Context: an optimization exercise on an open-source flow, tuned for small area, a short achievable clock period and few clock cycles. The choices shown serve that exercise and are no tape-out recipe.
RTL that was checked went through simulation tests only; none was proved equivalent to the original.
Power figures rest on the tool's default switching activity, not on a simulated workload.

==> flow/design.v (excerpt) <==
module serial_command_line_parser_top (
  input  logic        clk,
  input  logic        rst_n,
  input  logic        in_valid,
  output logic        in_ready,
  input  logic [7:0]  in_rx_byte,
  output logic        out_valid,
  input  logic        out_ready,
  output logic [3:0]  out_cmd_code,
  output logic [30:0] out_cmd_arg
);
For scale: roughly 1300 cells after synthesis, about 100 flip-flops, about 49 I/O pins, ~8800 sq um of cells after synthesis.
clock: 8.0 ns
lec_check: 0
abc_area: 1
cap_margin: 20
core_margin: 2
core_utilization: 40
setup_slack_margin: 5
slew_margin: 20
standard.sh (not shown) runs the stock make flow with config.mk's settings and CLKGATE_MAP_FILE= SYNTH_SCRIPT=/design/flow/synth_recipe.tcl, a recipe that flattens the netlist after the stock synthesis.
==> flow/flow/run.sh <==
#!/bin/bash
set -euo pipefail
bash standard.sh SETUP_SLACK_MARGIN=5.3 finish > flow_make.log 2>&1
Rerun with:
--- a/flow/design.v
+++ b/flow/design.v
@@ -1,14 +1,13 @@
 package sclp_pkg;
   localparam int LINE_MAX = 32;
   localparam int ARG_W    = 31;
   localparam logic [ARG_W-1:0] SAT_MAX = {ARG_W{1'b1}};
   localparam logic [5:0] K_NONE  = 6'd10;   
-  localparam logic [5:0] K_TAB   = 6'd11;
-  localparam logic [5:0] K_SPACE = 6'd12;
+  localparam logic [5:0] K_BLANK = 6'd12;
   localparam logic [5:0] K_EOL   = 6'd13;
   localparam logic [5:0] K_BS    = 6'd14;
   localparam logic [5:0] K_OTHER = 6'd15;
   localparam logic [5:0] K_Q     = 6'd31;   
   localparam logic [5:0] K_A     = 6'd33;
   localparam logic [5:0] K_C     = 6'd35;
   localparam logic [5:0] K_D     = 6'd36;
@@ -75,18 +74,16 @@
   assign f_blank = (c == 8'h20) || (c == 8'h09);
   assign f_dig   = (c[7:4] == 4'h3) && (c[3:0] <= 4'd9);
   always_comb begin
     if (f_bs)
       cls = K_BS;
     else if (f_eol)
       cls = K_EOL;
-    else if (c == 8'h20)
-      cls = K_SPACE;
-    else if (c == 8'h09)
-      cls = K_TAB;
+    else if (f_blank)
+      cls = K_BLANK;
     else if (c[7:6] == 2'b01)
       cls = {1'b1, c[4:0]};            
     else if (f_dig)
       cls = {2'b00, c[3:0]};
     else if (c == 8'h3F)
       cls = K_Q;
     else
@@ -137,15 +134,15 @@
       ((s == 6'd37) && (c == K_L)) ||
       ((s == 6'd11) && (c == K_P)) ||
       ((s == 6'd45) && (c == K_E)) ||   
       ((s == 6'd27) && (c == K_R)) ||
       ((s == 6'd55) && (c == K_I)) ||
       ((s == 6'd46) && (c == K_O)) ||
       ((s == 6'd29) && (c == K_D)) ||
-      ((s == 6'd59) && (c == K_SPACE));
+      ((s == 6'd59) && (c == K_BLANK));
   endfunction
   function automatic logic [5:0] start_st(input logic [5:0] c);
     case (c)
       K_I:     start_st = S_I1;
       K_T:     start_st = S_T1;
       K_M:     start_st = S_M1;
       K_R:     start_st = S_RST;
@@ -268,15 +265,15 @@
       case (st_r)
         S_C1: begin
           t_st = S_CF2;
           t_ok = (cls_r == K_F);
         end
         S_M3: begin
           t_st = S_MSP;
-          t_ok = (cls_r == K_SPACE);
+          t_ok = is_blank;
         end
         S_RST: begin
           t_st = S_RS;
           t_ok = is_dig && (dv <= 4'd7);
         end
         S_PSP: begin
           t_st = S_PD;
@@ -425,16 +422,16 @@
       j0_r <= 1'b0;
     else if (bsp && !dead_r && !at_start && !j0_r)
       j0_r <= (len_m1 == lnb_r);
     if (core || bs_core) begin
       lnb_r <= core ? len_p1 : len_m1;
       v_r   <= core ? t_v : {3'b000, v_r[3] & (v_r[2] | v_r[1])};
     end
-    if (live) ld_r <= len_p1;
-    if (live && !dig_st) ds_r <= len_p1;
+    if (kill) ld_r <= len_p1;
+    if (core && !dig_st) ds_r <= len_p1;
     z0_r <= z0_nxt;
     if (acc_en) acc_r <= acc_d;
     if (busy_r)
       dl_r <= t_ge ? 4'(t - 5'd10) : t[3:0];
     else if (bs_div)
       dl_r <= 4'd0;
     else if (pd_init || pd_first || pd_commit)
Result: The changed run passed the timing, DRC and antenna checks. Global-route usage barely changes. Routed wire length barely changes. Total power went down by a few percent. Clock-buffer cell count went down by 1. Sequential power went down slightly.
Testbench counts after the change, summed over its fixed seeds: cycles 21,597.
No functional check of the RTL was part of the first run of this note.

* * *

Setup of Q:
serial_command_line_parser_top, a different RTL version from the one above (not shown whole).
Size in the first run: roughly 100 flip-flops, ~49 I/O pins, roughly 8900 µm² of cells after synthesis.
Design serial_command_line_parser_top, start of the top module:
module serial_command_line_parser_top (
  input  logic        clk,
  input  logic        rst_n,
  input  logic        in_valid,
  output logic        in_ready,
  input  logic [7:0]  in_rx_byte,
  output logic        out_valid,
  input  logic        out_ready,
  output logic [3:0]  out_cmd_code,
  output logic [30:0] out_cmd_arg
);
==> flow/config.mk <==
export PLATFORM = sky130hd
export DESIGN_NAME = serial_command_line_parser_top
export DESIGN_NICKNAME = serial_command_line_parser_top
export VERILOG_FILES = /design/flow/design.v
export SDC_FILE = /design/flow/constraint.sdc
export NUM_CORES = 4
export LEC_CHECK = 0
export ABC_AREA = 1
export CAP_MARGIN = 20
export CORE_MARGIN = 2
export CORE_UTILIZATION = 40
export SETUP_SLACK_MARGIN = 5
export SLEW_MARGIN = 20
==> flow/constraint.sdc <==
create_clock -name core_clock -period 8.0 [get_ports {clk}]
set_input_delay 1.6000 -clock core_clock [delete_from_list [all_inputs] [get_ports {clk}]]
set_output_delay 1.6000 -clock core_clock [all_outputs]
set_load 0.01 [all_outputs]
Scripts as last shown in full above: flow/flow/run.sh
Testbench counts of Q, summed over its fixed seeds: cycles 21,597.
Input changes introduced in R (baseline for comparison: Q):
diff --git a/flow/design.v b/flow/design.v
--- a/flow/design.v
+++ b/flow/design.v
@@ -422,22 +422,22 @@
     if (core || bs_core)
       j0_r <= 1'b1;
     else if (live && !kill)
       j0_r <= 1'b0;
     else if (bsp && !dead_r && !at_start && !j0_r)
       j0_r <= (len_m1 == lnb_r);
     if (core || bs_core) begin
       lnb_r <= core ? len_p1 : len_m1;
       v_r   <= core ? t_v : {3'b000, v_r[3] & (v_r[2] | v_r[1])};
     end
-    if (live) ld_r <= len_p1;
-    if (live && !dig_st) ds_r <= len_p1;
+    if (kill) ld_r <= len_p1;
+    if (core && !dig_st) ds_r <= len_p1;
     z0_r <= z0_nxt;
     if (acc_en) acc_r <= acc_d;
     if (busy_r)
       dl_r <= t_ge ? 4'(t - 5'd10) : t[3:0];
     else if (bs_div)
       dl_r <= 4'd0;
     else if (pd_init || pd_first || pd_commit)
       dl_r <= dv;
     if (pd_init || pd_first)
       df_r <= 1'b1;
@@ -446,13 +446,13 @@
     if (pd_sat)
       sat_r <= 1'b1;
     else if (pd_init || bs_unsat)
       sat_r <= 1'b0;
     if (busy_r)
       ls_r <= ls_r - 6'd1;
     else if (bs_div)
       ls_r <= 6'd30;
     else if (pd_sat)
       ls_r <= len_r;
-    if (!ov_r) code_r <= hit_code;
+    if (emit) code_r <= hit_code;
   end
 endmodule
### Flow results
- Going from Q to R, the post-layout minimum cycle time was found to have gone down by 0.017 ns.
- Highest ir drop seen on vdd (R over Q): increase, about 16%
- The higher power came out of Q.
- Comparing layout cell share with drive strength beyond 1 for R and Q, the bigger number came from R.
- The die area reported for R is smaller than that of Q by 0.51%.
- Against Q as the reference, R delivers a lower final HPWL from detailed placement.
- Smallest setup slack after layout: higher on R
- [R vs Q] area share of buffers outside the clock network: lower in R
- [compare] base=Q new=R: switching power fell by about 17%, met2 usage in global routing fell by 0.70 points, worst hold slack after final layout stayed essentially flat, part of the total power dissipated in combinational logic fell by 5.2 points.
- Between R and Q, the difference in detailed-route via count is negligible.
- When R is set beside Q, its post-CTS setup-driven buffer insertion count turns out to be 17 smaller.
Testbench counts of R, summed over its fixed seeds: cycles 21,597.

## port drivers added, routing unchanged
The results above use ideal ports. As a check the final layouts listed here were re-extracted and re-timed, cells and wires unchanged.
Step 1 (the two cells are an assumption about what drives the block):
set clk [get_ports {clk}]
set_driving_cell -lib_cell sky130_fd_sc_hd__clkbuf_16 $clk
set_driving_cell -lib_cell sky130_fd_sc_hd__buf_2 [delete_from_list [all_inputs] $clk]
Step 2, shift: input delay + t, output delay - t, t = (earliest + latest rising clock arrival at the registers) / 2. This alone moves slack from input paths to output paths.
Three values: ideal, step 1, step 2; two values: the first two.
run | t (ns) | slack for setup (ns) | latest minus earliest clock arrival (ns) | worst slew at a driven data input, ns
the first run of note 1 | 0.401 | 5.282 / 5.240 / 4.962 | 0.012 / 0.012 | 0.03
the second run of note 1 | 0.408 | 5.271 / 5.225 / 4.990 | 0.020 / 0.020 | 0.03
Q | 0.408 | 5.319 / 5.272 / 4.958 | 0.018 / 0.018 | 0.03
R | 0.400 | 5.336 / 5.290 / 4.963 | 0.008 / 0.008 | 0.03
After both steps setup and hold are still met in every run listed. The setup slack of R, which loses most, moves by -0.046 ns with the drivers and by -0.373 ns with both steps.
